This is an optimization exercise on Yosys and OpenROAD, whose aim is small area, not a production implementation.
The RTL was checked by simulation tests, not by an equivalence proof against the original design.
The clock input has no modelled driver; a real chip could not lean on it and would need a root buffer or a full tree.
Power and IR drop assume default switching activity.

==> flow/flow/merge_leaves.tcl <==
# Post-CTS hook: CTS's sink clustering leaves many leaf clock buffers far below their load
# limit. Move the sinks of the emptiest leaf buffers to nearby leaf buffers that have room,
# then remove the leaf buffers left without loads. Global routing's repair runs afterwards.
set mcap  [expr {[info exists ::env(LEAF_CAP)] ? $::env(LEAF_CAP) : 20}]
set mdist [expr {[info exists ::env(LEAF_DIST)] ? $::env(LEAF_DIST) : 25.0}]
set block [ord::get_db_block]
set dbu [$block getDefUnits]
set dmax [expr {int($mdist * $dbu)}]
# Largest half-perimeter of a merged leaf net's pins; longer nets slow the clock edge
set hpmax [expr {int(([info exists ::env(LEAF_HP)] ? $::env(LEAF_HP) : 80.0) * $dbu)}]

proc center {inst} {
  set bb [$inst getBBox]
  return [list [expr {([$bb xMin] + [$bb xMax]) / 2}] [expr {([$bb yMin] + [$bb yMax]) / 2}]]
}

# leaf buffer -> list of sink iterms
array set sinks {}
array set loc {}
set leaves {}
foreach inst [$block getInsts] {
  if {![string match "clkbuf_leaf_*" [$inst getName]]} { continue }
  set net [[$inst findITerm X] getNet]
  set s {}
  foreach it [$net getITerms] {
    if {[$it isOutputSignal]} { continue }
    if {[$it getInst] == $inst} { continue }
    lappend s $it
  }
  set sinks($inst) $s
  set loc($inst) [center $inst]
  lassign $loc($inst) bx by
  set box($inst) [list $bx $by $bx $by]
  foreach it $s {
    lassign [center [$it getInst]] sx sy
    lassign $box($inst) x0 y0 x1 y1
    set box($inst) [list [expr {min($x0,$sx)}] [expr {min($y0,$sy)}] [expr {max($x1,$sx)}] [expr {max($y1,$sy)}]]
  }
  lappend leaves $inst
}
puts "merge_leaves: [llength $leaves] leaf buffers before, cap $mcap, distance $mdist um"

set done {}
set removed 0
while {1} {
  # emptiest leaf not yet tried
  set best ""
  set bestn 1000000
  foreach l $leaves {
    if {[lsearch -exact $done $l] >= 0} { continue }
    set n [llength $sinks($l)]
    if {$n < $bestn} { set bestn $n; set best $l }
  }
  if {$best eq "" || $bestn >= $mcap} { break }
  lappend done $best
  # plan: every sink to the nearest other leaf with room
  array unset used
  array set used {}
  array unset nbox
  array set nbox [array get box]
  set plan {}
  set ok 1
  foreach it $sinks($best) {
    lassign [center [$it getInst]] sx sy
    set tgt ""
    set td 0
    foreach m $leaves {
      if {$m == $best} { continue }
      set room [expr {$mcap - [llength $sinks($m)] - ([info exists used($m)] ? $used($m) : 0)}]
      if {$room <= 0} { continue }
      lassign $loc($m) mx my
      set d [expr {abs($mx - $sx) + abs($my - $sy)}]
      if {$d > $dmax} { continue }
      lassign $nbox($m) x0 y0 x1 y1
      set hp [expr {max($x1,$sx) - min($x0,$sx) + max($y1,$sy) - min($y0,$sy)}]
      if {$hp > $hpmax} { continue }
      if {$tgt eq "" || $d < $td} { set tgt $m; set td $d }
    }
    if {$tgt eq ""} { set ok 0; break }
    lassign $nbox($tgt) x0 y0 x1 y1
    set nbox($tgt) [list [expr {min($x0,$sx)}] [expr {min($y0,$sy)}] [expr {max($x1,$sx)}] [expr {max($y1,$sy)}]]
    if {[info exists used($tgt)]} { incr used($tgt) } else { set used($tgt) 1 }
    lappend plan $it $tgt
  }
  if {!$ok} { continue }
  array set box [array get nbox]
  foreach {it tgt} $plan {
    set tnet [[$tgt findITerm X] getNet]
    $it disconnect
    $it connect $tnet
    lappend sinks($tgt) $it
  }
  set onet [[$best findITerm X] getNet]
  [$best findITerm A] disconnect
  [$best findITerm X] disconnect
  odb::dbInst_destroy $best
  odb::dbNet_destroy $onet
  set i [lsearch -exact $leaves $best]
  set leaves [lreplace $leaves $i $i]
  incr removed
}
puts "merge_leaves: removed $removed, [llength $leaves] leaf buffers left"
==> flow/standard.sh <==
#!/bin/bash
# synth_recipe.tcl (not shown) runs the flow's synth.tcl, then flattens the netlist and writes it again
# the make line also repeats each setting of config.mk as NAME=value (left out here)
make -C /OpenROAD-flow-scripts/flow DESIGN_CONFIG=/design/flow/config.mk WORK_HOME=/design/flow/orfs CLKGATE_MAP_FILE= SYNTH_SCRIPT=/design/flow/synth_recipe.tcl "${@:-finish}"
==> flow/constraint.sdc <==
create_clock -name core_clock -period 10.0 [get_ports {sys_clk}]
set_input_delay 2.0000 -clock core_clock [delete_from_list [all_inputs] [get_ports {sys_clk}]]
set_output_delay 2.0000 -clock core_clock [all_outputs]
set_load 0.01 [all_outputs]
==> flow/flow/run.sh <==
#!/bin/bash
set -euo pipefail
CTS_SIZE=${CTS_SIZE:-28}
CTS_DIAM=${CTS_DIAM:-45}
CTS_BUF=${CTS_BUF:-sky130_fd_sc_hd__clkbuf_16}
if [[ -f flow/cts.env ]]; then source flow/cts.env; fi
cat >> config.mk <<EOC
export CTS_ARGS = -sink_clustering_enable -repair_clock_nets -sink_clustering_size $CTS_SIZE -sink_clustering_max_diameter $CTS_DIAM -buf_list $CTS_BUF ${CTS_EXTRA:-} -dont_use_dummy_load
EOC
if [[ -n "${LEAF_CAP:-}" ]]; then
cat >> config.mk <<EOC
export POST_CTS_TCL = $PWD/flow/merge_leaves.tcl
export LEAF_CAP = $LEAF_CAP
export LEAF_DIST = ${LEAF_DIST:-25}
export LEAF_HP = ${LEAF_HP:-80}
EOC
fi
bash standard.sh > flow_make.log 2>&1
==> flow/design.v <==
package uartBridge_pkg;
    typedef logic [22:0] memAddr_t;     
    typedef logic [15:0] memWord_t;     
    typedef struct packed {
        logic [7:0]  opcode;            
        logic        addrTop;           
        memAddr_t    addr;
        logic [15:0] pad;               
    } readFrame_s;
    typedef struct packed {
        logic [7:0]  opcode;            
        logic        addrTop;           
        memAddr_t    addr;
        memWord_t    data;              
    } writeFrame_s;
    typedef union packed {
        readFrame_s  rd;
        writeFrame_s wr;
    } cmdFrame_u;
endpackage
`timescale 1ns/1ps
module uartBridgeTop (
    input  logic sys_clk,
    input  logic arstN,
    input  logic uartRxLine,
    output logic uartTxLine,
    output logic cmdError
);
    localparam logic [7:0] CMD_CLEAR = 8'h2F;
    localparam logic [1:0] RX_IDLE  = 2'd0;
    localparam logic [1:0] RX_START = 2'd1;
    localparam logic [1:0] RX_DATA  = 2'd2;
    localparam logic [1:0] RX_STOP  = 2'd3;
    logic [1:0] syncReg;
    logic       rxSync;
    logic [1:0] rxState;
    logic [3:0] rxCnt;
    logic [2:0] rxBit;          
    logic       rxStrobe;       
    logic [7:0] rxByte;
    logic       rxRead;
    assign rxSync   = syncReg[1];
    assign rxRead   = (rxState == RX_DATA) && (rxCnt == 4'd0);
    assign rxStrobe = (rxState == RX_IDLE) && (rxCnt == 4'd0);
    always_ff @(posedge sys_clk or negedge arstN) begin
        if (!arstN) begin
            syncReg  <= 2'b11;
            rxState  <= RX_IDLE;
            rxCnt    <= 4'd9;
            rxBit    <= '0;
        end else begin
            syncReg  <= {syncReg[0], uartRxLine};
            rxCnt    <= (rxState == RX_IDLE) ? 4'd9 : rxCnt + 4'd1;
            if (rxRead)
                rxBit <= rxBit + 3'd1;
            case (rxState)
                RX_IDLE:  if (!rxSync) rxState <= RX_START;
                RX_START: if (rxCnt == 4'd0) rxState <= rxSync ? RX_IDLE : RX_DATA;
                RX_DATA:  if (rxRead && rxBit == 3'd7) rxState <= RX_STOP;
                default:  if (rxCnt == 4'd15) rxState <= RX_IDLE;
            endcase
        end
    end
    always_ff @(posedge sys_clk) begin
        if (rxRead)
            rxByte <= {rxSync, rxByte[7:1]};
    end
    logic [2:0]  byteCnt;
    logic        isW;           
    logic        isClear, isOpcode, lastByte;
    logic        rdDone;            
    logic        wrReady;           
    logic [6:0]  idx;               
    logic        wrHit;
    assign isClear  = (rxByte == CMD_CLEAR);
    assign isOpcode = (rxByte == 8'h52) || (rxByte == 8'h57);
    assign lastByte = (byteCnt == (isW ? 3'd5 : 3'd3));
    assign rdDone   = rxStrobe && !isClear && !isW && (byteCnt == 3'd3);
    always_ff @(posedge sys_clk or negedge arstN) begin
        if (!arstN) begin
            byteCnt  <= '0;
            cmdError <= 1'b0;
            isW      <= 1'b0;
        end else begin
            cmdError <= 1'b0;
            if (rxStrobe) begin
                if (isClear) begin
                    byteCnt <= '0;
                    isW     <= 1'b0;        
                end else if (byteCnt == 3'd0) begin
                    if (isOpcode) begin
                        byteCnt <= 3'd1;
                        isW     <= rxByte[0];
                    end else
                        cmdError <= 1'b1;
                end else if (lastByte) begin
                    byteCnt <= '0;
                end else begin
                    byteCnt <= byteCnt + 3'd1;
                end
            end
        end
    end
    always_ff @(posedge sys_clk) begin
        if (rxRead && rxBit == 3'd6 && byteCnt == 3'd3)
            idx <= {rxSync, rxByte[7:2]};
    end
    logic [15:0] ring [128];
    logic [6:0]  rot;
    logic        clr;           
    logic [15:0] txWord;
    always_ff @(posedge sys_clk or negedge arstN) begin
        if (!arstN) begin
            rot <= '0;
            clr <= 1'b1;
        end else begin
            rot <= rot - 7'd1;
            if (rot == 7'd1)
                clr <= 1'b0;
        end
    end
    logic e5, e6, e7;
    logic [1:0] tap4;
    assign e5   = (idx[4:0] == rot[4:0]);
    assign e6   = e5 && (idx[5] == rot[5]);
    assign e7   = e6 && (idx[6] == rot[6]);
    assign tap4 = idx[6:5] - rot[6:5];
    assign wrReady = isW && (byteCnt == 3'd0);
    assign wrHit   = wrReady && e7;
    always_ff @(posedge sys_clk) begin
        ring[0] <= clr ? 16'h0000 : ring[127];
        ring[1] <= wrHit ? txWord : ring[0];
        for (int p = 2; p < 128; p++)
            ring[p] <= ring[p-1];
    end
    always_ff @(posedge sys_clk) begin
        if (isW) begin
            if (rxStrobe && byteCnt == 3'd4)
                txWord[15:8] <= rxByte;
            if (rxStrobe && byteCnt == 3'd5)
                txWord[7:0] <= rxByte;
        end else begin
            if (e5)
                txWord[0] <= ring[{tap4, 5'd0}][0];
            if (e5 && !tap4[0])
                txWord[4:1] <= ring[{tap4[1], 6'd0}][4:1];
            if (e7)
                txWord[15:5] <= ring[0][15:5];
        end
    end
    localparam logic [1:0] TX_IDLE  = 2'd0;
    localparam logic [1:0] TX_START = 2'd1;
    localparam logic [1:0] TX_DATA  = 2'd2;
    localparam logic [1:0] TX_STOP  = 2'd3;
    logic [1:0] txState;
    logic [3:0] txCnt;
    logic [3:0] txPos;
    logic       bitEnd;
    assign bitEnd = (txCnt == 4'd15);
    always_ff @(posedge sys_clk or negedge arstN) begin
        if (!arstN) begin
            txState    <= TX_IDLE;
            txCnt      <= 4'd14;
            txPos      <= '0;
            uartTxLine <= 1'b1;
        end else begin
            txCnt <= (txState == TX_IDLE) ? 4'd14 : txCnt + 4'd1;
            case (txState)
                TX_IDLE: begin
                    if (rdDone)
                        txState <= TX_START;
                end
                TX_START: begin
                    if (bitEnd && uartTxLine)
                        uartTxLine <= 1'b0;
                    else if (bitEnd) begin
                        txState    <= TX_DATA;
                        txPos      <= txPos + 4'd1;
                        uartTxLine <= txWord[txPos];
                    end
                end
                TX_DATA: begin
                    if (bitEnd) begin
                        if (txPos[2:0] == 3'd0) begin
                            txState    <= TX_STOP;
                            uartTxLine <= 1'b1;
                        end else begin
                            txPos      <= txPos + 4'd1;
                            uartTxLine <= txWord[txPos];
                        end
                    end
                end
                default: begin
                    if (bitEnd) begin
                        if (!txPos[3])
                            txState <= TX_IDLE;
                        else begin
                            txState    <= TX_START;
                            uartTxLine <= 1'b0;
                        end
                    end
                end
            endcase
        end
    end
endmodule
==> flow/config.mk <==
export PLATFORM = sky130hd
export DESIGN_NAME = uartBridgeTop
export DESIGN_NICKNAME = uartBridgeTop
export VERILOG_FILES = /design/flow/design.v
export SDC_FILE = /design/flow/constraint.sdc
export NUM_CORES = 4
export LEC_CHECK = 0
export CAP_MARGIN = 20
export CORE_MARGIN = 2
export CORE_UTILIZATION = 60
export PLACE_DENSITY = 0.75
export SLEW_MARGIN = 20
export CTS_ARGS = -sink_clustering_enable -repair_clock_nets -sink_clustering_size 20 -sink_clustering_max_diameter 35 -buf_list sky130_fd_sc_hd__clkbuf_8 -root_buf sky130_fd_sc_hd__clkbuf_16 -tree_buf sky130_fd_sc_hd__clkbuf_8 -sink_clustering_buffer sky130_fd_sc_hd__clkbuf_8 -dont_use_dummy_load
export POST_CTS_TCL = /design/flow/flow/merge_leaves.tcl
export LEAF_CAP = 22
export LEAF_DIST = 40
export LEAF_HP = 75
==> flow/flow/cts.env <==
CTS_SIZE=20
CTS_DIAM=35
CTS_BUF=sky130_fd_sc_hd__clkbuf_8
CTS_EXTRA="-root_buf sky130_fd_sc_hd__clkbuf_16 -tree_buf sky130_fd_sc_hd__clkbuf_8 -sink_clustering_buffer sky130_fd_sc_hd__clkbuf_8"
LEAF_CAP=22
LEAF_DIST=40
LEAF_HP=75
==> summary.txt, run 1 <==
Power and ir drop
  • Reg power frac: between 70% and 80%
  • Switch share: about a fifth
  • Switch Pwr: 2.35 mW
  • Clock power frac: a little over a quarter
  • Leak pwr: 18.9 nW
  • Comb pwr share: roughly 1.8%
  • Max VDD drop: approximately 0.24 mV
  • Pwr/cell area: between 200 and 300 nW/µm²
  • Int Pwr: approximately 9.7 mW

Critical path
  • Worst-path maximum fanout: 5
  • Type of the worst setup path: reg -> out
  • Crit path launch type: register
  • CP delay by family, top: flip-flops
  • Setup crit end kind: output port
  • Req. time, crit path: approximately 8 ns
  • CP Cell Sequence: clkdlybuf4s50_1
  • CP arrival: about 1.7 ns
  • WP buf/inv: 1
  • CP peak stage delay: between 0.5 and 0.6 ns
  • Critical-path top delay cell: dfstp_2
  • Worst R2R Setup Slack: 7.58 ns

GRT
  • Total GRT Usage: a little over an eighth
  • Vias in the first global route: roughly 15,000
  • Pin count of the biggest net entering global routing: 36
  • Grt ovf: 0
  • Initial antenna violation count: 1
  • First-pass GRT wire length: 80,700 µm

STA
  • Period utilization: 37.3%
  • Clock Skew: 0.0835 ns
  • Hold Vio Cnt, Final: 0
  • Max-slew headroom: around two fifths
  • RSZ-0062 raised after global routing: no
  • Final Hold Slack: about 0.25 ns
  • Setup TNS: 0 ns
  • Min Tclk post-route: about 3.7 ns
  • F_max: about 270 MHz
  • Final setup viols: 0
  • Max-slew violation count: 0
  • Worst-margin pin slew: between 0.9 and 1 ns

Final layout
  • N_diodes: 0
  • Layout net count: around 2,500
  • Commonest non-fill, non-tap cells in the layout: dfxtp_1 (2,048), clkbuf_8 (121), o21ai_0 (32), edfxtp_1 (31), inv_1 (30)
  • Final cell count without fillers: 3,441
  • Area added between synthesis and finish: 6.52%
  • Layout cells sized above 1: 6.77%
  • Commonest non-fill, non-tap cell in the layout: dfxtp_1

Synth
  • Total number of yosys warnings: 2
  • Syn Inst Count: between 2,000 and 2,500
  • Post-synthesis register bit count: 2,114
  • Post-synthesis sequential area ratio: a little over nine tenths
  • Avg Cell Area, Syn: 18.9 µm²
  • Mapped cell area: between 40,000 and 50,000 µm²
  • Number of synthesized flops with an enable pin: 31
  • Synth cell types: 46
  • Post-synth ARST share: between 1.5 and 2%
  • Predominant post-synthesis flop cell: dfxtp_1
  • Syn nets: 2,384

Placement
  • GP Congestion: 0.769
  • Cells after DPL: 3,319
  • DPL Wire Length: 26,300 µm
  • Port bufs: 4

Clock network
  • Clock sinks: about 2,100
  • Worst-Skew Late Latency: between 0.6 and 0.7 ns
  • Clock-pin slew on the worst setup and hold paths: ~0.11 ns

Route
  • Antenna viol nets, final: 0
  • Final wirelength: slightly below 50,000 µm
  • Wirelength per Cell: between 10 and 15 µm
  • Via count: 14,700
  • Iteration-0 DRC Markers: between 600 and 700
  • Post-route DRC violation count: 0
  • TritonRoute pass-1 iters: 5
  • Drt via density: about 4.3

Run
  • Max_cap viols: 0

Floorplanning
  • Initial Util: 60.9%
  • Row cnt: between 90 and 100
  • Die height: about 280 µm
  • Die width: 277 µm
  • Die area: 76,500 µm²
  • Core box area: 73,200 µm²
  • Boundary pin count: 5

Outcome
  • Status: no timing/DRC/antenna violations

Worst hold path
  • Worst hold path class: reg -> reg
## per-stage QoR
stage / util (%) / total power, mW / worst slack, ns / area [µm²]
final: 64.9 / 12.1 / 6.27 / 47500
after global routing: 64.9 / 12.5 / 6.20 / 47500
after detailed placement: 62.6 / 8.94 / 6.90 / 45800
after global placement: 62.6 / 8.91 / 6.91 / 45800
after floorplan: - / 8.88 / 7.45 / 44600
## routing by layer
layer | vias up | part of all wire (%) | track usage, %
met5 | - | 0 | 0
met4 | 0 | 2.7 | 5.71
met3 | 100 | 3.6 | 3.22
met2 | 200 | 41 | 19.1
met1 | 6869 | 52 | 19.3
li1 | 7500 | - | -
## registers in the layout, indices dropped and copies added (netlist names), 4 cells and up
signal / count
txPos: 4
rot: 7
rxByte: 8
txWord: 16
ring: 2048
idx: 7
txCnt: 4
rxCnt: 4
## synthesized netlist by cell type, drive strengths merged, types with 2 or more instances
master	n	area [µm²]
dfxtp	2048	41000
o21ai	32	160
edfxtp	31	931
inv	30	113
nand2	29	116
dfrtp	26	651
ha	19	238
mux2	19	218
nor2b	18	113
nor2	15	58.8
xnor2	12	105
dfstp	9	236
xor2	9	86.3
nand3	8	40.0
mux2i	7	70.1
clkbuf	6	22.5
mux4	5	113
nor3	5	30.0
a21oi	3	15.0
a32o	3	30.0
a211oi	2	15.0
a31oi	2	12.5
nand2b	2	12.5
nand3b	2	15.0
nand4b	2	17.5
or2	2	12.5
or3	2	12.5
## worst paths after layout
| kind | startpoint | end | depth (start not counted) |
|---|---|---|---|
| min in group asynchronous | arstN | cmdError | 1 |
| worst max register to register | rot[2] | txWord[15] | 5 |
| worst max-delay path | uartTxLine | uartTxLine | 1 |
| max in group asynchronous | arstN | txState[0] | 1 |
| worst min register to register | ring[123][9] | ring[124][9] | 0 |
| worst min-delay path | ring[123][9] | ring[124][9] | 0 |
## power by group through the flow
stage                     registers, mW  clock network, mW  logic [mW]
after global routing               8.55               3.69       0.235
final                              8.54               3.30       0.212
after detailed placement           8.73                  0       0.209
after global placement             8.72                  0       0.191
after floorplan                    8.71                  0       0.167
## logic make-up after synthesis
group | after synthesis | share of synthesized area (%)
buf+inv | 37 | 0.314
simple gates | 92 | 1.13
flops | 2114 | 96.0
xor+xnor | 21 | 0.429
compound gates | 48 | 0.679
fa+ha+maj | 19 | 0.533
mux | 31 | 0.898
## area by class of cell
| class | instances | area [µm²] |
|---|---|---|
| Multi-Input combinational cell | 211 | 1630 |
| Inverter | 30 | 113 |
| Tap cell | 959 | 1200 |
| Clock buffer | 122 | 1690 |
| Fill cell | 4657 | 25700 |
| Timing Repair Buffer | 5 | 42.5 |
| Sequential cell | 2114 | 42800 |
==> run 2: changes to the inputs <==
--- a/flow/config.mk
+++ b/flow/config.mk
@@ -7,8 +7,8 @@
 export LEC_CHECK = 0
 export CAP_MARGIN = 20
 export CORE_MARGIN = 2
-export CORE_UTILIZATION = 60
-export PLACE_DENSITY = 0.75
+export CORE_UTILIZATION = 70
+export PLACE_DENSITY = 0.85
 export SLEW_MARGIN = 20
 export CTS_ARGS = -sink_clustering_enable -repair_clock_nets -sink_clustering_size 20 -sink_clustering_max_diameter 35 -buf_list sky130_fd_sc_hd__clkbuf_8 -root_buf sky130_fd_sc_hd__clkbuf_16 -tree_buf sky130_fd_sc_hd__clkbuf_8 -sink_clustering_buffer sky130_fd_sc_hd__clkbuf_8 -dont_use_dummy_load
 export POST_CTS_TCL = /design/flow/flow/merge_leaves.tcl
==> run 2 against run 1 <==
Effect of this change: cell count decreased by 3.2%; synthesized cell count unchanged; sequential cell count unchanged; cell area decreased by 0.18%; highest routed layer unchanged; combinational power increased by 8%; critical endpoint unchanged.
==> summary.txt, run 2 <==
STA
  • Hold Vio Cnt, Final: 0
  • Final Hold Slack: 0.291 ns
  • Setup TNS: 0 ns
  • Max-slew headroom: a little over a third
  • Clock Skew: 0.107 ns
  • Worst-margin pin slew: 0.961 ns
  • Final setup viols: 0
  • Min Tclk post-route: roughly 3.8 ns
  • Max-slew violation count: 0
  • Final WS setup: 6.16 ns
  • RSZ-0062 raised after global routing: no
  • F_max: between 200 and 300 MHz
  • Period utilization: 38.4%

Route
  • Post-route DRC violation count: 0
  • Antenna viol nets, final: 0
  • Wirelength per Cell: 17.1 µm
  • Via count: 14,900
  • Drt via density: around 4.5
  • Iteration-0 DRC Markers: about 760
  • Final wirelength: roughly 57,000 µm
  • TritonRoute pass-1 iters: 4

Synth
  • Predominant post-synthesis flop cell: dfxtp_1
  • Most instantiated cells after synthesis: dfxtp_1 (2,048), o21ai_0 (32), edfxtp_1 (31)
  • Mapped cell area: 44,600 µm²
  • Top cells by area, synth: dfxtp_1 (92%), edfxtp_1 (2.1%), dfrtp_1 (1.5%), ha_1 (0.53%), dfstp_2 (0.53%)
  • Post-synth ARST share: roughly 1.7%
  • Multiplexer area fraction after synthesis: less than 1%
  • Yosys top cell by area: dfxtp_1
  • Post-synth top area share: 91.9%
  • Most frequent cell after synthesis: dfxtp_1
  • Syn Inst Count: about 2,400
  • Synthesized-area fraction occupied by xor and xnor cells: less than 1%
  • Post-synthesis register bit count: approximately 2,100
  • Synth cell types: 46
  • Compound-Gate Fraction of Synth Area: 0.679%
  • Number of synthesized flops with an enable pin: 31
  • Area share of and/or/nand/nor cells after synthesis: 1.13%
  • Adder-cell share of the synthesized area: less than 1%
  • Avg Cell Area, Syn: between 15 and 20 µm²
  • Syn nets: ~2,400
  • Post-synthesis sequential area ratio: 96.0%
  • Total number of yosys warnings: 2
  • Main combinational cell family by area after synthesis: simple AND/OR/NAND/NOR gates

Final layout
  • Area added between synthesis and finish: 6.32%
  • Commonest non-fill, non-tap cells in the layout: dfxtp_1 (2,048), clkbuf_8 (124), o21ai_0 (32), edfxtp_1 (31), inv_1 (30)
  • Multi-input logic area: 1630 µm²
  • Reg with most FFs: ring
  • Final cell count without fillers: ~3,300
  • Layout net count: 2,510
  • N_diodes: 0
  • Largest register FFs: between 2,000 and 2,500
  • Register area: 42,800 µm²
  • Fillers: ~3,300
  • Top flop regs: ring (2048), txWord (16), rxByte (8)
  • Commonest non-fill, non-tap cell in the layout: dfxtp_1
  • Layout cells sized above 1: between 6 and 7%

Placement
  • Port bufs: 4
  • Pre-CTS WS: ~7 ns
  • GP Congestion: ~0.77
  • DPL Wire Length: ~33,000 µm
  • Cells after DPL: between 3,000 and 4,000

GRT
  • Initial antenna violation count: 0
  • Total GRT Usage: a little under a fifth
  • Vias in the first global route: 16,200
  • First-pass GRT wire length: slightly above 90,000 µm
  • Grt ovf: 0
  • Pin count of the biggest net entering global routing: 36

Critical path
  • CP Cell Sequence: clkdlybuf4s50_1
  • Worst reg2reg path depth: 5
  • Crit Reg-Reg Endpoint: txWord[15]
  • WP buf/inv: 1
  • Crit path launch type: register
  • Req. time, crit path: approximately 8 ns
  • Setup crit end kind: output port
  • Critical-path top delay cell: dfstp_2
  • Worst-path maximum fanout: 5
  • CP arrival: approximately 1.8 ns
  • RR Startpoint: rot[2]
  • CP delay by family, top: flip-flops
  • CP peak stage delay: ~0.6 ns
  • Worst R2R Setup Slack: roughly 7.4 ns
  • Type of the worst setup path: reg -> out

Floorplanning
  • Boundary pin count: 5
  • Row cnt: about 90
  • Die area: 65,700 µm²
  • Core box area: 63,100 µm²
  • Die width: roughly 260 µm
  • Die height: 256 µm
  • Initial Util: between 70% and 80%

Power and ir drop
  • Max VDD drop: between 0.2 and 0.25 mV
  • Pwr/cell area: between 200 and 300 nW/µm²
  • Tot Pwr: about 12 mW
  • Leak pwr: about 19 nW

Worst hold path
  • Hold depth: 0
  • Min-Delay Endpoint: ring[40][1]
  • Worst hold path class: reg -> reg
  • Hold Crit Start: ring[39][1]

Clock network
  • Worst-Skew Late Latency: between 0.6 and 0.7 ns
  • Clock sinks: approximately 2,100
  • Clock-pin slew on the worst setup and hold paths: 0.12 ns

Outcome
  • Status: no timing/DRC/antenna violations

Run
  • Max_cap viols: 0
[run 2: cells by family (layout without fill, tap and decap cells)]
logic type      Yosys count  in the layout
simple gates             92             92
compound gates           48             48
mux                      31             31
flops                  2114           2114
xor+xnor                 21             21
fa+ha+maj                19             19
buf+inv                  37            161
[run 2: final cells by class]
type | instances | area share, %
Timing Repair Buffer | 6 | 0.116
Sequential cell | 2114 | 90.3
Inverter | 30 | 0.238
Multi-Input combinational cell | 211 | 3.45
Clock buffer | 125 | 3.65
Tap cell | 846 | 2.23
[run 2: how the worst max path moves through the flow]
stage / slack, ns / cells after the start / from / end
2_1_floorplan: 7.45 / 0 / uartTxLine / uartTxLine
3_3_place_gp: 6.89 / 1 / uartTxLine / uartTxLine
3_5_place_dp: 6.87 / 1 / uartTxLine / uartTxLine
5_1_grt: 6.11 / 1 / uartTxLine / uartTxLine
6_report: 6.16 / 1 / uartTxLine / uartTxLine
[run 2: per-layer routing]
layer  vias to the layer above  GRT usage (%)  part of all wire (%)
met3                        94           3.40                   3.1
met2                       205           30.4                    49
met4                         0           6.78                   2.1
met5                         -              0                     0
li1                       7507              -                     -
met1                      7110           23.7                    46
[run 2: through the flow]
| stage | instance area [µm²] | util, % |
|---|---|---|
| global placement | 45700 | 72.4 |
| finish | 47400 | 75.2 |
| detailed placement | 45700 | 72.4 |
| floorplan | 44600 | - |
| global route | 47400 | 75.2 |
[run 2: where the power goes]
group          internal, mW  switching [mW]
registers              8.48          0.0562
clock network          1.15            2.22
logic                 0.101           0.126
==> run 3: changes to the inputs <==
--- a/flow/design.v
+++ b/flow/design.v
@@ -157,14 +157,14 @@
     logic [3:0] txPos;
     logic       bitEnd;
     assign bitEnd = (txCnt == 4'd15);
+    always_ff @(posedge sys_clk)
+        txCnt <= (txState == TX_IDLE) ? 4'd14 : txCnt + 4'd1;
     always_ff @(posedge sys_clk or negedge arstN) begin
         if (!arstN) begin
             txState    <= TX_IDLE;
-            txCnt      <= 4'd14;
             txPos      <= '0;
             uartTxLine <= 1'b1;
         end else begin
-            txCnt <= (txState == TX_IDLE) ? 4'd14 : txCnt + 4'd1;
             case (txState)
                 TX_IDLE: begin
                     if (rdDone)
--- a/flow/config.mk
+++ b/flow/config.mk
@@ -7,8 +7,8 @@
 export LEC_CHECK = 0
 export CAP_MARGIN = 20
 export CORE_MARGIN = 2
-export CORE_UTILIZATION = 70
-export PLACE_DENSITY = 0.85
+export CORE_UTILIZATION = 60
+export PLACE_DENSITY = 0.75
 export SLEW_MARGIN = 20
 export CTS_ARGS = -sink_clustering_enable -repair_clock_nets -sink_clustering_size 20 -sink_clustering_max_diameter 35 -buf_list sky130_fd_sc_hd__clkbuf_8 -root_buf sky130_fd_sc_hd__clkbuf_16 -tree_buf sky130_fd_sc_hd__clkbuf_8 -sink_clustering_buffer sky130_fd_sc_hd__clkbuf_8 -dont_use_dummy_load
 export POST_CTS_TCL = /design/flow/flow/merge_leaves.tcl
==> run 3 against run 2 <==
Effect of this change: largest cell class unchanged; clock-buffer cell count down 2; highest routed layer unchanged; via count down 1.5%; power down 2.4%; setup slack better by 0.019 ns; critical path type unchanged; critical endpoint unchanged; first-iteration DRC count down 26%.
==> summary.txt, run 3 <==
Clock network
  • Clock sinks: roughly 2,100
  • Clock-pin slew on the worst setup and hold paths: approximately 0.12 ns
  • Worst-Skew Late Latency: ~0.65 ns

Route
  • Drt via density: 4.26
  • TritonRoute pass-1 iters: 4
  • Via count: around 15,000
  • Antenna viol nets, final: 0
  • Wirelength per Cell: between 10 and 15 µm
  • Post-route DRC violation count: 0
  • Final wirelength: between 40,000 and 50,000 µm
  • Iteration-0 DRC Markers: approximately 560

STA
  • Setup TNS: 0 ns
  • Min Tclk post-route: 3.82 ns
  • Final Hold Slack: 0.252 ns
  • Clock Skew: roughly 0.095 ns
  • RSZ-0062 raised after global routing: no
  • Worst-margin pin slew: approximately 0.94 ns
  • Period utilization: around two fifths
  • F_max: ~260 MHz
  • Hold Vio Cnt, Final: 0
  • Max-slew headroom: a little under two fifths
  • Final setup viols: 0
  • Max-slew violation count: 0

Synth
  • Number of synthesized flops with an enable pin: 31
  • Predominant post-synthesis flop cell: dfxtp_1
  • Avg Cell Area, Syn: ~19 µm²
  • Yosys top cell by area: dfxtp_1
  • Top cells by area, synth: dfxtp_1 (92%), edfxtp_1 (2.1%), dfrtp_1 (1.4%), ha_1 (0.53%), mux2_2 (0.48%)
  • Synth cell types: between 40 and 50
  • Post-synth ARST share: under 10%
  • Most frequent cell after synthesis: dfxtp_1
  • Most instantiated cells after synthesis: dfxtp_1 (2,052), o21ai_0 (32), edfxtp_1 (31)
  • Mapped cell area: roughly 45,000 µm²
  • Total number of yosys warnings: 2
  • Syn nets: ~2,400
  • Post-synthesis register bit count: about 2,100
  • Post-synth top area share: between 90% and 100%
  • Syn Inst Count: about 2,400
  • Post-synthesis sequential area ratio: 96.0%

Power and ir drop
  • Leak pwr: 18.9 nW
  • Comb pwr share: less than 1%
  • Int Pwr: about 9.6 mW
  • Reg power frac: about 72%
  • Tot Pwr: 11.8 mW
  • Pwr/cell area: 249 nW/µm²
  • Switch share: 18.9%
  • Clock power frac: around 28%
  • Switch Pwr: around 2.2 mW
  • Max VDD drop: between 0.2 and 0.25 mV

Critical path
  • Critical-path top delay cell: dfstp_2
  • CP arrival: around 1.8 ns
  • WP buf/inv: 1
  • CP peak stage delay: between 0.5 and 0.6 ns
  • Type of the worst setup path: reg -> out
  • Setup crit end kind: output port
  • Req. time, crit path: 8.00 ns
  • Crit path launch type: register
  • CP Cell Sequence: clkdlybuf4s50_1
  • Worst-path maximum fanout: 5
  • CP delay by family, top: flip-flops

Final layout
  • Commonest non-fill, non-tap cell in the layout: dfxtp_1
  • Layout cells sized above 1: 6.51%
  • Largest register FFs: 2,048
  • Layout net count: between 2,000 and 3,000
  • Final Cell Area: approximately 47,000 µm²
  • Top flop regs: ring (2048), txWord (16), rxByte (8)
  • Commonest non-fill, non-tap cells in the layout: dfxtp_1 (2,052), clkbuf_8 (122), o21ai_0 (32), edfxtp_1 (31), inv_1 (30)
  • Area added between synthesis and finish: 6.55%
  • Reg with most FFs: ring

GRT
  • Total GRT Usage: a little over an eighth
  • Grt ovf: 0
  • Pin count of the biggest net entering global routing: 32
  • Initial antenna violation count: 0
  • First-pass GRT wire length: between 80,000 and 90,000 µm
  • Vias in the first global route: 15,400

Worst hold path
  • Worst hold path class: reg -> reg

Placement
  • Placed cell areas: 45,800 µm²
  • DPL Wire Length: 26,800 µm
  • GP Congestion: ~0.75
  • Port bufs: 4

Outcome
  • Status: no timing/DRC/antenna violations

Floorplanning
  • Core box area: 73,200 µm²
  • Row cnt: 99
  • Die height: between 200 and 300 µm
  • Boundary pin count: 5
  • Die area: between 70,000 and 80,000 µm²
  • Initial Util: between 60% and 70%
  • Die width: 277 µm

Run
  • Max_cap viols: 0
run 3: cell count changes in the layout (fill, tap and decap cells not counted), sizes merged, moves of 3 or more:
cell,delta
and3,+5
nand2,-5
dfxtp,+4
a21oi,+3
a32o,-3
dfstp,-3
nor2b,+3
run 3: kinds of logic (layout without fill, tap and decap cells):
group / count (synthesis) / in the layout / share of synthesized area (%)
adder cells (fa/ha/maj): 19 / 19 / 0.533
multiplexers: 31 / 31 / 0.862
buffers and inverters: 39 / 158 / 0.351
AND/OR/NAND/NOR: 98 / 98 / 1.21
XOR/XNOR: 21 / 21 / 0.446
flip-flops: 2114 / 2114 / 96.0
AO/OA/AOI/OAI: 47 / 47 / 0.584
other: 0 / 1 / 0
run 3: worst paths after layout:
check                      cells past startpoint          start  slack [ns]       endpoint
max                                            1     uartTxLine        6.18     uartTxLine
max in group asynchronous                      2          arstN        7.79         rot[5]
min in group asynchronous                      2          arstN        1.78       cmdError
min reg2reg                                    0  ring[113][14]        0.25  ring[114][14]
min                                            0  ring[113][14]        0.25  ring[114][14]
max reg2reg                                    5       rxCnt[1]        7.38     txWord[13]
run 3: cell type report:
class	instances	area, µm²
Sequential cell	2114	42800
Fill cell	4661	25700
Clock buffer	123	1700
Multi-Input combinational cell	216	1630
Tap cell	959	1200
Inverter	30	113
Timing Repair Buffer	5	47.5
Antenna cell	1	2.50
run 3: metal layers:
layer | vias to the layer above | part of all wire, % | track usage, %
met5 | - | 0 | 0
met4 | 0 | 2.7 | 5.63
met3 | 101 | 3.4 | 3.41
met2 | 174 | 41 | 19.4
met1 | 6906 | 53 | 19.6
li1 | 7515 | - | -
run 3: power by group through the flow:
stage	logic (mW)	registers, mW	clock network (mW)
after floorplan	0.0323	8.66	0
after global placement	0.0425	8.66	0
after detailed placement	0.0477	8.66	0
after global routing	0.0545	8.48	3.72
final	0.0477	8.47	3.32
run 3: through the flow:
stage                     setup WS [ns]  util, %  instances
after global routing               6.09     64.9       3447
after detailed placement           6.88     62.5       3324
after floorplan                    7.45        -       2369
final                              6.18     64.9       3448
after global placement             6.89     62.5       3324
==> run 4: changes to the inputs <==
--- a/flow/design.v
+++ b/flow/design.v
@@ -157,14 +157,14 @@
     logic [3:0] txPos;
     logic       bitEnd;
     assign bitEnd = (txCnt == 4'd15);
-    always_ff @(posedge sys_clk)
-        txCnt <= (txState == TX_IDLE) ? 4'd14 : txCnt + 4'd1;
     always_ff @(posedge sys_clk or negedge arstN) begin
         if (!arstN) begin
             txState    <= TX_IDLE;
+            txCnt      <= 4'd14;
             txPos      <= '0;
             uartTxLine <= 1'b1;
         end else begin
+            txCnt <= (txState == TX_IDLE) ? 4'd14 : txCnt + 4'd1;
             case (txState)
                 TX_IDLE: begin
                     if (rdDone)
==> flow/flow/cts.env (replaced) <==
CTS_SIZE=22
CTS_DIAM=38
CTS_BUF=sky130_fd_sc_hd__clkbuf_8
CTS_EXTRA="-root_buf sky130_fd_sc_hd__clkbuf_16 -tree_buf sky130_fd_sc_hd__clkbuf_8 -sink_clustering_buffer sky130_fd_sc_hd__clkbuf_8"
LEAF_CAP=22
LEAF_DIST=40
LEAF_HP=75
==> flow/config.mk (replaced) <==
export PLATFORM = sky130hd
export DESIGN_NAME = uartBridgeTop
export DESIGN_NICKNAME = uartBridgeTop
export VERILOG_FILES = /design/flow/design.v
export SDC_FILE = /design/flow/constraint.sdc
export NUM_CORES = 4
export LEC_CHECK = 0
export CAP_MARGIN = 20
export CORE_MARGIN = 2
export CORE_UTILIZATION = 60
export PLACE_DENSITY = 0.75
export SLEW_MARGIN = 20
export CTS_ARGS = -sink_clustering_enable -repair_clock_nets -sink_clustering_size 22 -sink_clustering_max_diameter 38 -buf_list sky130_fd_sc_hd__clkbuf_8 -root_buf sky130_fd_sc_hd__clkbuf_16 -tree_buf sky130_fd_sc_hd__clkbuf_8 -sink_clustering_buffer sky130_fd_sc_hd__clkbuf_8 -dont_use_dummy_load
export POST_CTS_TCL = /design/flow/flow/merge_leaves.tcl
export LEAF_CAP = 22
export LEAF_DIST = 40
export LEAF_HP = 75
==> run 4 against run 3 <==
Effect of this change: still clean on timing, DRC and antenna; cell area about the same; clock power about the same; sequential power grew 0.8%; fmax increased by 2.4%; synthesized cell count shrank 0.30%; sequential share of layout area about the same; hold slack worse by 0.0065 ns; non-clock buffer count stayed put; register-to-register slack improved by 0.17 ns; largest cell class unchanged; highest routed layer unchanged.
==> summary.txt, run 4 <==
Outcome
  • Status: no timing/DRC/antenna violations

Route
  • TritonRoute pass-1 iters: 4
  • Wirelength per Cell: between 10 and 15 µm
  • Antenna viol nets, final: 0
  • Via count: between 10,000 and 15,000
  • Iteration-0 DRC Markers: between 600 and 700
  • Drt via density: between 4 and 5
  • Final wirelength: around 49,000 µm
  • Post-route DRC violation count: 0

Floorplanning
  • Initial Util: between 60% and 70%
  • Row cnt: 99
  • Boundary pin count: 5
  • Die width: ~280 µm
  • Die height: 277 µm
  • Core box area: 73,200 µm²
  • Die area: approximately 77,000 µm²

Power and ir drop
  • Max VDD drop: 0.196 mV
  • Pwr/cell area: approximately 250 nW/µm²
  • Reg power frac: a little over two thirds
  • Switch share: between 10% and 20%
  • Tot Pwr: 12.1 mW
  • Comb pwr share: 1.8%
  • Leak pwr: ~19 nW
  • Switch Pwr: approximately 2.4 mW
  • Int Pwr: between 9 and 10 mW
  • Clock power frac: between 20 and 30%

STA
  • Worst-margin pin slew: around 0.9 ns
  • Max-slew violation count: 0
  • RSZ-0062 raised after global routing: no
  • Hold Vio Cnt, Final: 0
  • Final Hold Slack: ~0.25 ns
  • F_max: about 270 MHz
  • Clock Skew: roughly 0.13 ns
  • Final WS setup: ~6.3 ns
  • Max-slew headroom: between 30% and 40%
  • Min Tclk post-route: roughly 3.7 ns
  • Period utilization: a little under two fifths
  • Setup TNS: 0 ns
  • Final setup viols: 0

Critical path
  • CP peak stage delay: a little under 0.6 ns
  • Crit path launch: uartTxLine
  • Critical-path top delay cell: dfstp_2
  • CP delay by family, top: flip-flops
  • WP buf/inv: 1
  • RR Startpoint: rot[2]
  • Worst-path maximum fanout: 5
  • CP arrival: around 1.7 ns
  • Crit path launch type: register
  • Crit Reg-Reg Endpoint: txWord[9]
  • CP Cell Sequence: clkdlybuf4s50_1
  • Type of the worst setup path: reg -> out
  • Req. time, crit path: ~8.0 ns
  • Setup crit end kind: output port
  • Worst R2R Setup Slack: approximately 7.6 ns
  • Worst reg2reg path depth: 5

Synth
  • Syn Inst Count: 2,362
  • Synth cell types: between 40 and 50
  • Post-synth ARST share: approximately 1.7%
  • Most instantiated cells after synthesis: dfxtp_1 (2,048), o21ai_0 (32), edfxtp_1 (31)
  • Top cells by area, synth: dfxtp_1 (92%), edfxtp_1 (2.1%), dfrtp_1 (1.5%), ha_1 (0.53%), dfstp_2 (0.53%)
  • Post-synth top area share: 91.9%
  • Mapped cell area: 44,600 µm²
  • Post-synthesis sequential area ratio: between 90% and 100%
  • Yosys top cell by area: dfxtp_1
  • Total number of yosys warnings: 2
  • Syn nets: between 2,000 and 2,500
  • Predominant post-synthesis flop cell: dfxtp_1
  • Avg Cell Area, Syn: approximately 19 µm²
  • Most frequent cell after synthesis: dfxtp_1
  • Number of synthesized flops with an enable pin: 31
  • Post-synthesis register bit count: 2,114

Placement
  • GP Congestion: 0.769
  • Pre-CTS WS: between 6 and 7 ns
  • Port bufs: 4
  • DPL Wire Length: between 20,000 and 30,000 µm

Worst hold path
  • Hold depth: 0
  • Min-Delay Endpoint: ring[124][9]
  • Hold Crit Start: ring[123][9]
  • Worst hold path class: reg -> reg

GRT
  • Pin count of the biggest net entering global routing: 36
  • First-pass GRT wire length: about 81,000 µm
  • Total GRT Usage: 13.3%
  • Grt ovf: 0
  • Vias in the first global route: 15,400
  • Initial antenna violation count: 1

Final layout
  • Top flop regs: ring (2048), txWord (16), rxByte (8)
  • Multi-input logic area: roughly 1600 µm²
  • Fillers: around 4,700
  • Commonest non-fill, non-tap cells in the layout: dfxtp_1 (2,048), clkbuf_8 (123), o21ai_0 (32), edfxtp_1 (31), inv_1 (30)
  • Post-Route Utilization: about two thirds
  • Reg with most FFs: ring
  • Layout net count: between 2,000 and 3,000
  • Largest register FFs: slightly above 2,000
  • Area added between synthesis and finish: 6.58%
  • Layout cells sized above 1: under 10%
  • Register area: ~43,000 µm²
  • Commonest non-fill, non-tap cell in the layout: dfxtp_1

Run
  • Max_cap viols: 0

Clock network
  • Clock sinks: between 2,000 and 2,500
  • Clock-pin slew on the worst setup and hold paths: roughly 0.12 ns
  • Worst-Skew Late Latency: 0.69 ns
==> run 4: cell types whose count changed after synthesis, sizes merged, moves of 3 or more <==
cell,before,now
and3,6,1
nand2,24,29
dfxtp,2052,2048
a21oi,6,3
a32o,0,3
dfstp,6,9
nor2b,21,18
==> run 4: power groups by stage <==
| stage | clock network [mW] | logic, mW | registers [mW] |
|---|---|---|---|
| after floorplan | 0 | 0.167 | 8.71 |
| after global placement | 0 | 0.191 | 8.72 |
| after detailed placement | 0 | 0.209 | 8.73 |
| after global routing | 3.71 | 0.237 | 8.55 |
| final | 3.32 | 0.212 | 8.54 |
==> run 4: metrics by stage <==
step                      area, µm²  std cells
after global routing          47500       3443
after floorplan               44600       2362
after detailed placement      45800       3319
after global placement        45800       3319
final                         47500       3444
==> run 4: worst max-delay path by stage <==
stage                      end  slack [ns]  cells past startpoint
floorplan           uartTxLine        7.45                      0
global placement    uartTxLine        6.91                      1
detailed placement  uartTxLine        6.90                      1
global route        uartTxLine        6.19                      1
finish              uartTxLine        6.27                      1
==> run 4: cells by family after synthesis <==
group | after synthesis | synth area share (%)
AO/OA/AOI/OAI | 48 | 0.679
XOR/XNOR | 21 | 0.429
adder cells (fa/ha/maj) | 19 | 0.533
buffers and inverters | 37 | 0.314
flip-flops | 2114 | 96.0
multiplexers | 31 | 0.898
AND/OR/NAND/NOR | 92 | 1.13
==> run 4: final cells by class <==
class | count | area share, %
inverter | 30 | 0.237
antenna | 1 | 0.00527
multi-input combinational | 211 | 3.44
sequential | 2114 | 90.1
clock buffer | 124 | 3.61
tap | 959 | 2.52
timing repair buffer | 5 | 0.0895
==> run 4: routing by layer <==
| metal | up-vias | part of all wire [%] | track usage, % |
|---|---|---|---|
| met3 | 117 | 3.6 | 3.01 |
| met4 | 0 | 3.0 | 6.13 |
| met5 | - | 0 | 0 |
| met1 | 6911 | 52 | 19.5 |
| met2 | 198 | 41 | 19.0 |
| li1 | 7510 | - | - |
==> run 5: changes to the inputs <==
--- a/flow/flow/run.sh
+++ b/flow/flow/run.sh
@@ -9,10 +9,9 @@
 EOC
 if [[ -n "${LEAF_CAP:-}" ]]; then
 cat >> config.mk <<EOC
-export POST_CTS_TCL = $PWD/flow/merge_leaves.tcl
+export POST_CTS_TCL = $PWD/flow/regroup_leaves.tcl
 export LEAF_CAP = $LEAF_CAP
-export LEAF_DIST = ${LEAF_DIST:-25}
-export LEAF_HP = ${LEAF_HP:-80}
+export LEAF_HP = ${LEAF_HP:-70}
 EOC
 fi
 bash standard.sh > flow_make.log 2>&1
==> flow/flow/cts.env (replaced) <==
CTS_SIZE=20
CTS_DIAM=35
CTS_BUF=sky130_fd_sc_hd__clkbuf_8
CTS_EXTRA="-root_buf sky130_fd_sc_hd__clkbuf_16 -tree_buf sky130_fd_sc_hd__clkbuf_8 -sink_clustering_buffer sky130_fd_sc_hd__clkbuf_8"
LEAF_CAP=23
LEAF_HP=70
==> flow/flow/regroup_leaves.tcl (new file) <==
# Post-CTS hook: regroup the clock sinks of all leaf clock buffers into compact groups of at
# most LEAF_CAP sinks (recursive bisection of the sink positions), drive each group from one
# of the existing leaf buffers moved to the group's centre, and remove the leaf buffers left
# over. Detailed placement then legalises the moved buffers; global routing repairs after.
set cap [expr {[info exists ::env(LEAF_CAP)] ? $::env(LEAF_CAP) : 22}]
set block [ord::get_db_block]

proc center {inst} {
  set bb [$inst getBBox]
  return [list [expr {([$bb xMin] + [$bb xMax]) / 2}] [expr {([$bb yMin] + [$bb yMax]) / 2}]]
}

set leaves {}
set sinks {}
foreach inst [$block getInsts] {
  if {![string match "clkbuf_leaf_*" [$inst getName]]} { continue }
  lappend leaves $inst
  set net [[$inst findITerm X] getNet]
  foreach it [$net getITerms] {
    if {[$it getInst] == $inst} { continue }
    lassign [center [$it getInst]] x y
    lappend sinks [list $x $y $it]
  }
}
set n [llength $sinks]
set k [expr {($n + $cap - 1) / $cap}]
puts "regroup_leaves: $n sinks on [llength $leaves] leaf buffers, $k groups of at most $cap"
if {$k > [llength $leaves]} {
  puts "regroup_leaves: not enough leaf buffers, nothing changed"
  return
}

# Split items into k groups of near-equal size along the longer side, recursively
proc bisect {items k} {
  if {$k <= 1} { return [list $items] }
  set xs {}; set ys {}
  foreach s $items { lappend xs [lindex $s 0]; lappend ys [lindex $s 1] }
  set xs [lsort -integer $xs]; set ys [lsort -integer $ys]
  set w [expr {[lindex $xs end] - [lindex $xs 0]}]
  set h [expr {[lindex $ys end] - [lindex $ys 0]}]
  set axis [expr {$w >= $h ? 0 : 1}]
  set sorted [lsort -integer -index $axis $items]
  set k1 [expr {$k / 2}]
  set cut [expr {int(round([llength $items] * double($k1) / $k))}]
  return [concat [bisect [lrange $sorted 0 [expr {$cut - 1}]] $k1] \
                 [bisect [lrange $sorted $cut end] [expr {$k - $k1}]]]
}
set groups [bisect $sinks $k]

# Halve groups that came out long (their wire slows the clock edge) while leaf buffers remain
set hpmax [expr {int(([info exists ::env(LEAF_HP)] ? $::env(LEAF_HP) : 70.0) * [$block getDefUnits])}]
proc hpwl {g} {
  set xs {}; set ys {}
  foreach s $g { lappend xs [lindex $s 0]; lappend ys [lindex $s 1] }
  set xs [lsort -integer $xs]; set ys [lsort -integer $ys]
  return [expr {[lindex $xs end] - [lindex $xs 0] + [lindex $ys end] - [lindex $ys 0]}]
}
set changed 1
while {$changed && [llength $groups] < [llength $leaves]} {
  set changed 0
  set worst -1; set wi -1
  for {set i 0} {$i < [llength $groups]} {incr i} {
    set h [hpwl [lindex $groups $i]]
    if {$h > $worst} { set worst $h; set wi $i }
  }
  if {$worst > $hpmax} {
    set groups [concat [lreplace $groups $wi $wi] [bisect [lindex $groups $wi] 2]]
    set changed 1
  }
}
puts "regroup_leaves: [llength $groups] groups, longest [expr {[hpwl [lindex [lsort -command {apply {{a b} {expr {[hpwl $b] - [hpwl $a]}}}} $groups] 0]] / double([$block getDefUnits])}] um"

# Each group takes the nearest unused leaf buffer, which moves to the group's centre
set used {}
set moved 0
foreach g $groups {
  set sx 0; set sy 0
  foreach s $g { incr sx [lindex $s 0]; incr sy [lindex $s 1] }
  set cx [expr {$sx / [llength $g]}]
  set cy [expr {$sy / [llength $g]}]
  set best ""; set bd 0
  foreach l $leaves {
    if {[lsearch -exact $used $l] >= 0} { continue }
    lassign [center $l] lx ly
    set d [expr {abs($lx - $cx) + abs($ly - $cy)}]
    if {$best eq "" || $d < $bd} { set best $l; set bd $d }
  }
  lappend used $best
  set net [[$best findITerm X] getNet]
  foreach s $g {
    set it [lindex $s 2]
    if {[$it getNet] != $net} {
      $it disconnect
      $it connect $net
    }
  }
  set bb [$best getBBox]
  set w [expr {[$bb xMax] - [$bb xMin]}]
  set h [expr {[$bb yMax] - [$bb yMin]}]
  $best setLocation [expr {$cx - $w / 2}] [expr {$cy - $h / 2}]
  $best setPlacementStatus PLACED
  incr moved
}

# Remove the leaf buffers that lost all their sinks
set removed 0
foreach l $leaves {
  if {[lsearch -exact $used $l] >= 0} { continue }
  set onet [[$l findITerm X] getNet]
  if {[llength [$onet getITerms]] > 1} { error "regroup_leaves: [$l getName] still drives sinks" }
  [$l findITerm A] disconnect
  [$l findITerm X] disconnect
  odb::dbInst_destroy $l
  odb::dbNet_destroy $onet
  incr removed
}
puts "regroup_leaves: moved $moved leaf buffers, removed $removed"
detailed_placement
check_placement -verbose
==> flow/config.mk (replaced) <==
export PLATFORM = sky130hd
export DESIGN_NAME = uartBridgeTop
export DESIGN_NICKNAME = uartBridgeTop
export VERILOG_FILES = /design/flow/design.v
export SDC_FILE = /design/flow/constraint.sdc
export NUM_CORES = 4
export LEC_CHECK = 0
export CAP_MARGIN = 20
export CORE_MARGIN = 2
export CORE_UTILIZATION = 60
export PLACE_DENSITY = 0.75
export SLEW_MARGIN = 20
export CTS_ARGS = -sink_clustering_enable -repair_clock_nets -sink_clustering_size 20 -sink_clustering_max_diameter 35 -buf_list sky130_fd_sc_hd__clkbuf_8 -root_buf sky130_fd_sc_hd__clkbuf_16 -tree_buf sky130_fd_sc_hd__clkbuf_8 -sink_clustering_buffer sky130_fd_sc_hd__clkbuf_8 -dont_use_dummy_load
export POST_CTS_TCL = /design/flow/flow/regroup_leaves.tcl
export LEAF_CAP = 23
export LEAF_HP = 70
removed: flow/flow/merge_leaves.tcl
==> run 5 against run 4 <==
Effect of this change: still clean; cell area shrank 0.27%; synthesized area is the same; global-route usage shrank 0.21 points; fmax grew 1.2%; sequential share of layout area grew 0.24 points; core utilization shrank 0.17 points; die area is the same.
==> summary.txt, run 5 <==
Critical path
  • CP Depth: 1
  • Setup crit end kind: output port
  • Critical-path top delay cell: clkdlybuf4s50_1
  • Crit path launch: uartTxLine
  • WP buf/inv: 1
  • Worst R2R Setup Slack: 7.54 ns
  • CP delay by family, top: buffers and inverters
  • Setup crit end: uartTxLine
  • CP Cell Sequence: clkdlybuf4s50_1
  • RR Startpoint: rot[2]
  • Worst reg2reg path depth: 5
  • Crit Reg-Reg Endpoint: txWord[15]
  • CP arrival: ~1.7 ns
  • Crit path launch type: register
  • CP peak stage delay: between 0.5 and 0.6 ns
  • Type of the worst setup path: reg -> out
  • Req. time, crit path: about 8 ns
  • Worst-path maximum fanout: 5

Synth
  • Post-synthesis sequential area ratio: a little over nine tenths
  • Post-synth ARST share: under 10%
  • Most frequent cell after synthesis: dfxtp_1
  • Syn nets: roughly 2,400
  • Avg Cell Area, Syn: around 19 µm²
  • Post-synthesis register bit count: about 2,100
  • Synth cell types: 46
  • Yosys top cell by area: dfxtp_1
  • Predominant post-synthesis flop cell: dfxtp_1
  • Post-synth top area share: between 90% and 100%
  • Top cells by area, synth: dfxtp_1 (92%), edfxtp_1 (2.1%), dfrtp_1 (1.5%), ha_1 (0.53%), dfstp_2 (0.53%)
  • Mapped cell area: about 45,000 µm²
  • Number of synthesized flops with an enable pin: 31
  • Most instantiated cells after synthesis: dfxtp_1 (2,048), o21ai_0 (32), edfxtp_1 (31)
  • Total number of yosys warnings: 2
  • Syn Inst Count: 2,362

Route
  • TritonRoute pass-1 iters: 4
  • Antenna viol nets, final: 0
  • Via count: between 10,000 and 15,000
  • Drt via density: ~4.2
  • Iteration-0 DRC Markers: between 600 and 700
  • Final wirelength: ~48,000 µm
  • Wirelength per Cell: roughly 14 µm
  • Post-route DRC violation count: 0

GRT
  • Initial antenna violation count: 2
  • First-pass GRT wire length: just under 80,000 µm
  • Vias in the first global route: 15,100
  • Grt ovf: 0
  • Total GRT Usage: about an eighth
  • Pin count of the biggest net entering global routing: 36

Power and ir drop
  • Pwr/cell area: around 250 nW/µm²
  • Tot Pwr: between 10 and 15 mW
  • Max VDD drop: 0.206 mV
  • Leak pwr: approximately 19 nW

Clock network
  • Clock-pin slew on the worst setup and hold paths: approximately 0.12 ns
  • Worst-Skew Late Latency: 0.67 ns
  • Clock sinks: between 2,000 and 2,500

Final layout
  • Fillers: ~4,700
  • Layout net count: ~2,500
  • Post-Route Utilization: between 60% and 70%
  • Commonest non-fill, non-tap cells in the layout: dfxtp_1 (2,048), clkbuf_8 (114), o21ai_0 (32), edfxtp_1 (31), inv_1 (30)
  • Reg with most FFs: ring
  • N_diodes: 0
  • Area added between synthesis and finish: 6.30%
  • Top flop regs: ring (2048), txWord (16), rxByte (8)
  • Commonest non-fill, non-tap cell in the layout: dfxtp_1
  • Largest register FFs: ~2,000
  • Layout cells sized above 1: approximately 6.5%

Placement
  • GP Congestion: slightly below 0.8
  • Port bufs: 4
  • DPL Wire Length: 26,300 µm

STA
  • Period utilization: a little under two fifths
  • Hold Vio Cnt, Final: 0
  • RSZ-0062 raised after global routing: no
  • Final Hold Slack: approximately 0.25 ns
  • Max-slew violation count: 0
  • Min Tclk post-route: roughly 3.7 ns
  • Max-slew headroom: roughly 39%
  • F_max: 271 MHz
  • Final setup viols: 0
  • Setup TNS: 0 ns
  • Worst-margin pin slew: approximately 0.92 ns
  • Clock Skew: around 0.1 ns

Floorplanning
  • Die area: 76,500 µm²
  • Die height: approximately 280 µm
  • Boundary pin count: 5
  • Core box area: 73,200 µm²
  • Die width: roughly 280 µm
  • Initial Util: 60.9%
  • Row cnt: 99

Worst hold path
  • Hold depth: 0
  • Worst hold path class: reg -> reg

Outcome
  • Status: no timing/DRC/antenna violations

Run
  • Max_cap viols: 0
run 5: area by class of cell:
| type | instances | area (µm²) | area share (%) |
|---|---|---|---|
| repair buffers | 5 | 42.5 | 0.0897 |
| inverters | 30 | 113 | 0.238 |
| flip-flops and latches | 2114 | 42800 | 90.3 |
| clock buffers | 115 | 1590 | 3.36 |
| multi-input cells | 211 | 1630 | 3.45 |
| well taps | 959 | 1200 | 2.53 |
run 5: layer usage:
| metal | vias to the layer above | global-route usage [%] | share of wire (%) |
|---|---|---|---|
| li1 | 7489 | - | - |
| met1 | 6798 | 19.0 | 52 |
| met2 | 178 | 18.7 | 41 |
| met3 | 102 | 3.32 | 3.9 |
| met4 | 0 | 5.92 | 3.0 |
| met5 | - | 0 | 0 |
run 5: logic make-up after synthesis:
| group | count (synthesis) | synth area share [%] |
|---|---|---|
| buffers and inverters | 37 | 0.314 |
| xor gates and xnor gates | 21 | 0.429 |
| muxes | 31 | 0.898 |
| AOI/OAI and AO/OA | 48 | 0.679 |
| and+or+nand+nor | 92 | 1.13 |
| adders and majority gates | 19 | 0.533 |
| DFF | 2114 | 96.0 |
run 5: power breakdown:
group	internal [mW]	leakage, nW	switching (mW)
Sequential	8.48	17.2	0.0550
Combinational	0.0998	0.801	0.111
Clock	1.06	0.832	2.16
Total	9.64	18.8	2.32
run 5: stage by stage:
stage	instances	area, µm²	setup WS (ns)
floorplan	2362	44600	7.45
global placement	3319	45800	6.91
detailed placement	3319	45800	6.90
global route	3434	47400	6.23
finish	3434	47400	6.31
run 5: worst min path at each step:
| stage | startpoint | end | slack [ns] |
|---|---|---|---|
| 2_1_floorplan | ring[99][0] | ring[100][0] | 0.31 |
| 3_3_place_gp | ring[104][14] | ring[105][14] | 0.31 |
| 3_5_place_dp | ring[9][12] | ring[10][12] | 0.31 |
| 5_1_grt | ring[77][2] | ring[78][2] | 0.25 |
| 6_report | ring[77][2] | ring[78][2] | 0.25 |
==> run 6: changes to the inputs <==
==> flow/flow/cts.env (replaced) <==
CTS_SIZE=20
CTS_DIAM=35
CTS_BUF=sky130_fd_sc_hd__clkbuf_8
CTS_EXTRA="-root_buf sky130_fd_sc_hd__clkbuf_16 -tree_buf sky130_fd_sc_hd__clkbuf_8 -sink_clustering_buffer sky130_fd_sc_hd__clkbuf_8"
LEAF_CAP=22
LEAF_HP=75
--- a/flow/config.mk
+++ b/flow/config.mk
@@ -12,5 +12,5 @@
 export SLEW_MARGIN = 20
 export CTS_ARGS = -sink_clustering_enable -repair_clock_nets -sink_clustering_size 20 -sink_clustering_max_diameter 35 -buf_list sky130_fd_sc_hd__clkbuf_8 -root_buf sky130_fd_sc_hd__clkbuf_16 -tree_buf sky130_fd_sc_hd__clkbuf_8 -sink_clustering_buffer sky130_fd_sc_hd__clkbuf_8 -dont_use_dummy_load
 export POST_CTS_TCL = /design/flow/flow/regroup_leaves.tcl
-export LEAF_CAP = 23
-export LEAF_HP = 70
+export LEAF_CAP = 22
+export LEAF_HP = 75
==> run 6 against run 5 <==
Effect of this change: critical path depth unchanged; core utilization increased by 0.075 points; register-to-register slack about the same; synthesized area unchanged; cell count increased by 0.12%; global-route usage increased by 0.057 points; hold slack improved by 0.018 ns; sequential share of layout area decreased by 0.10 points; sequential power about the same; first-iteration DRC count increased by 1.9%; critical path type unchanged; largest power group unchanged; highest routed layer unchanged.
==> summary.txt, run 6 <==
Outcome
  • Status: no timing/DRC/antenna violations

Power and ir drop
  • Switch Pwr: 2.32 mW
  • Clock power frac: roughly 27%
  • Reg power frac: roughly 70%
  • Switch share: roughly 19%
  • Int Pwr: around 9.7 mW
  • Pwr/cell area: between 200 and 300 nW/µm²
  • Comb pwr share: approximately 1.8%
  • Leak pwr: approximately 19 nW
  • Max VDD drop: 0.186 mV

Placement
  • DPL Wire Length: around 26,000 µm
  • Port bufs: 4
  • Placed cell areas: approximately 46,000 µm²
  • GP Congestion: 0.769
  • Pre-CTS WS: ~6.9 ns

GRT
  • Initial antenna violation count: 2
  • Pin count of the biggest net entering global routing: 36
  • First-pass GRT wire length: around 80,000 µm
  • Total GRT Usage: a little over an eighth
  • Vias in the first global route: approximately 15,000
  • Grt ovf: 0

Floorplanning
  • Initial Util: 60.9%
  • Row cnt: between 90 and 100
  • Die height: between 200 and 300 µm
  • Die area: roughly 77,000 µm²
  • Boundary pin count: 5
  • Core box area: 73,200 µm²
  • Die width: roughly 280 µm

STA
  • Max-slew headroom: a little under two fifths
  • Max-slew violation count: 0
  • F_max: around 270 MHz
  • Min Tclk post-route: between 3 and 4 ns
  • Final WS setup: 6.30 ns
  • Final setup viols: 0
  • Hold Vio Cnt, Final: 0
  • Clock Skew: approximately 0.10 ns
  • Setup TNS: 0 ns
  • Period utilization: between 30% and 40%
  • RSZ-0062 raised after global routing: no
  • Worst-margin pin slew: around 0.93 ns
  • Final Hold Slack: roughly 0.27 ns

Synth
  • Synth cell types: 46
  • Post-synthesis register bit count: approximately 2,100
  • Most instantiated cells after synthesis: dfxtp_1 (2,048), o21ai_0 (32), edfxtp_1 (31)
  • Post-synth ARST share: under 10%
  • Yosys top cell by area: dfxtp_1
  • Most frequent cell after synthesis: dfxtp_1
  • Avg Cell Area, Syn: about 19 µm²
  • Syn Inst Count: 2,362
  • Predominant post-synthesis flop cell: dfxtp_1
  • Post-synth top area share: between 90% and 100%
  • Number of synthesized flops with an enable pin: 31
  • Syn nets: between 2,000 and 2,500
  • Total number of yosys warnings: 2
  • Top cells by area, synth: dfxtp_1 (92%), edfxtp_1 (2.1%), dfrtp_1 (1.5%), ha_1 (0.53%), dfstp_2 (0.53%)
  • Mapped cell area: 44,600 µm²
  • Post-synthesis sequential area ratio: just under 100%

Route
  • Wirelength per Cell: around 14 µm
  • Final wirelength: slightly below 50,000 µm
  • Via count: between 10,000 and 15,000
  • Drt via density: roughly 4.3
  • Post-route DRC violation count: 0
  • TritonRoute pass-1 iters: 6
  • Antenna viol nets, final: 0
  • Iteration-0 DRC Markers: roughly 660

Critical path
  • Type of the worst setup path: reg -> out
  • Worst reg2reg path depth: 5
  • Worst-path maximum fanout: 5
  • Setup crit end kind: output port
  • Critical-path top delay cell: clkdlybuf4s50_1
  • Crit path launch type: register
  • CP delay by family, top: buffers and inverters
  • CP arrival: 1.70 ns
  • CP Cell Sequence: clkdlybuf4s50_1
  • Worst R2R Setup Slack: around 7.5 ns
  • RR Startpoint: rot[2]
  • Crit Reg-Reg Endpoint: txWord[12]
  • WP buf/inv: 1
  • Req. time, crit path: 8.00 ns
  • CP peak stage delay: 0.57 ns

Final layout
  • Layout cells sized above 1: 6.66%
  • Final Cell Area: around 47,000 µm²
  • Top flop regs: ring (2048), txWord (16), rxByte (8)
  • Area added between synthesis and finish: 6.42%
  • Commonest non-fill, non-tap cells in the layout: dfxtp_1 (2,048), clkbuf_8 (118), o21ai_0 (32), edfxtp_1 (31), inv_1 (30)
  • Largest register FFs: approximately 2,000
  • Commonest non-fill, non-tap cell in the layout: dfxtp_1
  • Reg with most FFs: ring
  • Layout net count: between 2,000 and 3,000
  • N_diodes: 0

Worst hold path
  • Min-Delay Endpoint: ring[79][2]
  • Hold Crit Start: ring[78][2]
  • Worst hold path class: reg -> reg
  • Hold depth: 0

Clock network
  • Worst-Skew Late Latency: ~0.7 ns
  • Clock-pin slew on the worst setup and hold paths: about 0.10 ns
  • Clock sinks: 2,114

Run
  • Max_cap viols: 0
run 6: cell count changes in the layout (fill, tap and decap cells not counted):
cell      before  now
clkbuf_8     114  118
run 6: layout make-up:
cell class                      instances  area [µm²]
Multi-Input combinational cell        211        1630
Inverter                               30         113
Fill cell                            4670       25800
Sequential cell                      2114       42800
Tap cell                              959        1200
Clock buffer                          119        1650
Timing Repair Buffer                    5        42.5
run 6: cell families (layout without fill, tap and decap cells):
logic type      after synthesis  in the layout  synth area share [%]
compound gates               48             48                 0.679
xor+xnor                     21             21                 0.429
fa+ha+maj                    19             19                 0.533
buf+inv                      37            154                 0.314
flops                      2114           2114                  96.0
mux                          31             31                 0.898
simple gates                 92             92                  1.13
run 6: power groups by stage:
stage | sequential [mW] | clock (mW) | combinational (mW)
after floorplan | 8.71 | 0 | 0.167
after global placement | 8.72 | 0 | 0.191
after detailed placement | 8.73 | 0 | 0.209
after global routing | 8.55 | 3.63 | 0.236
final | 8.54 | 3.25 | 0.211
run 6: worst max path at each step:
stage | start | to | slack [ns] | depth (start not counted)
3_3_place_gp | uartTxLine | uartTxLine | 6.91 | 1
5_1_grt | uartTxLine | uartTxLine | 6.23 | 1
2_1_floorplan | uartTxLine | uartTxLine | 7.45 | 0
3_5_place_dp | uartTxLine | uartTxLine | 6.90 | 1
6_report | uartTxLine | uartTxLine | 6.30 | 1
run 6: metal layers:
layer	share of wire [%]	track usage, %	vias up
met1	52	19.2	6837
met4	2.9	5.89	0
li1	-	-	7497
met5	0	0	-
met2	41	18.8	196
met3	3.6	3.17	101
run 6: metrics by stage:
step	util, %	instances	power [mW]
5_1_grt	64.8	3438	12.4
3_3_place_gp	62.6	3319	8.91
2_1_floorplan	-	2362	8.88
6_report	64.8	3438	12.0
3_5_place_dp	62.6	3319	8.94

==> static timing again, ports no longer ideal <==
Ports are ideal in the flow. The routed layouts listed here were re-timed in OpenROAD.
Step 1 (the two cells are an assumption about what drives the block):
set clk [get_ports {sys_clk}]
set_driving_cell -lib_cell sky130_fd_sc_hd__clkbuf_16 $clk
set_driving_cell -lib_cell sky130_fd_sc_hd__buf_2 [delete_from_list [all_inputs] $clk]
Step 2 also shifts input and output timing later by t, the mid clock arrival at the registers, as if the neighbouring blocks saw the same clock.
Three values: ideal ports, drivers, drivers and shift; two values: the first two.
| run | t (ns) | setup WS [ns] | latest minus earliest clock arrival (ns) | pins driven straight from the clock port |
|---|---|---|---|---|
| run 1 | 0.688 | 6.273 / 6.214 / 6.902 | 0.103 / 0.102 | 1 |
| run 2 | 0.683 | 6.158 / 6.098 / 6.781 | 0.124 / 0.124 | 1 |
| run 3 | 0.683 | 6.177 / 6.117 / 6.800 | 0.128 / 0.128 | 1 |
| run 4 | 0.682 | 6.266 / 6.206 / 6.888 | 0.132 / 0.132 | 1 |
| run 5 | 0.694 | 6.309 / 6.245 / 6.939 | 0.124 / 0.123 | 1 |
| run 6 | 0.686 | 6.304 / 6.246 / 6.932 | 0.109 / 0.108 | 1 |
After both steps setup and hold are still met in every run listed.
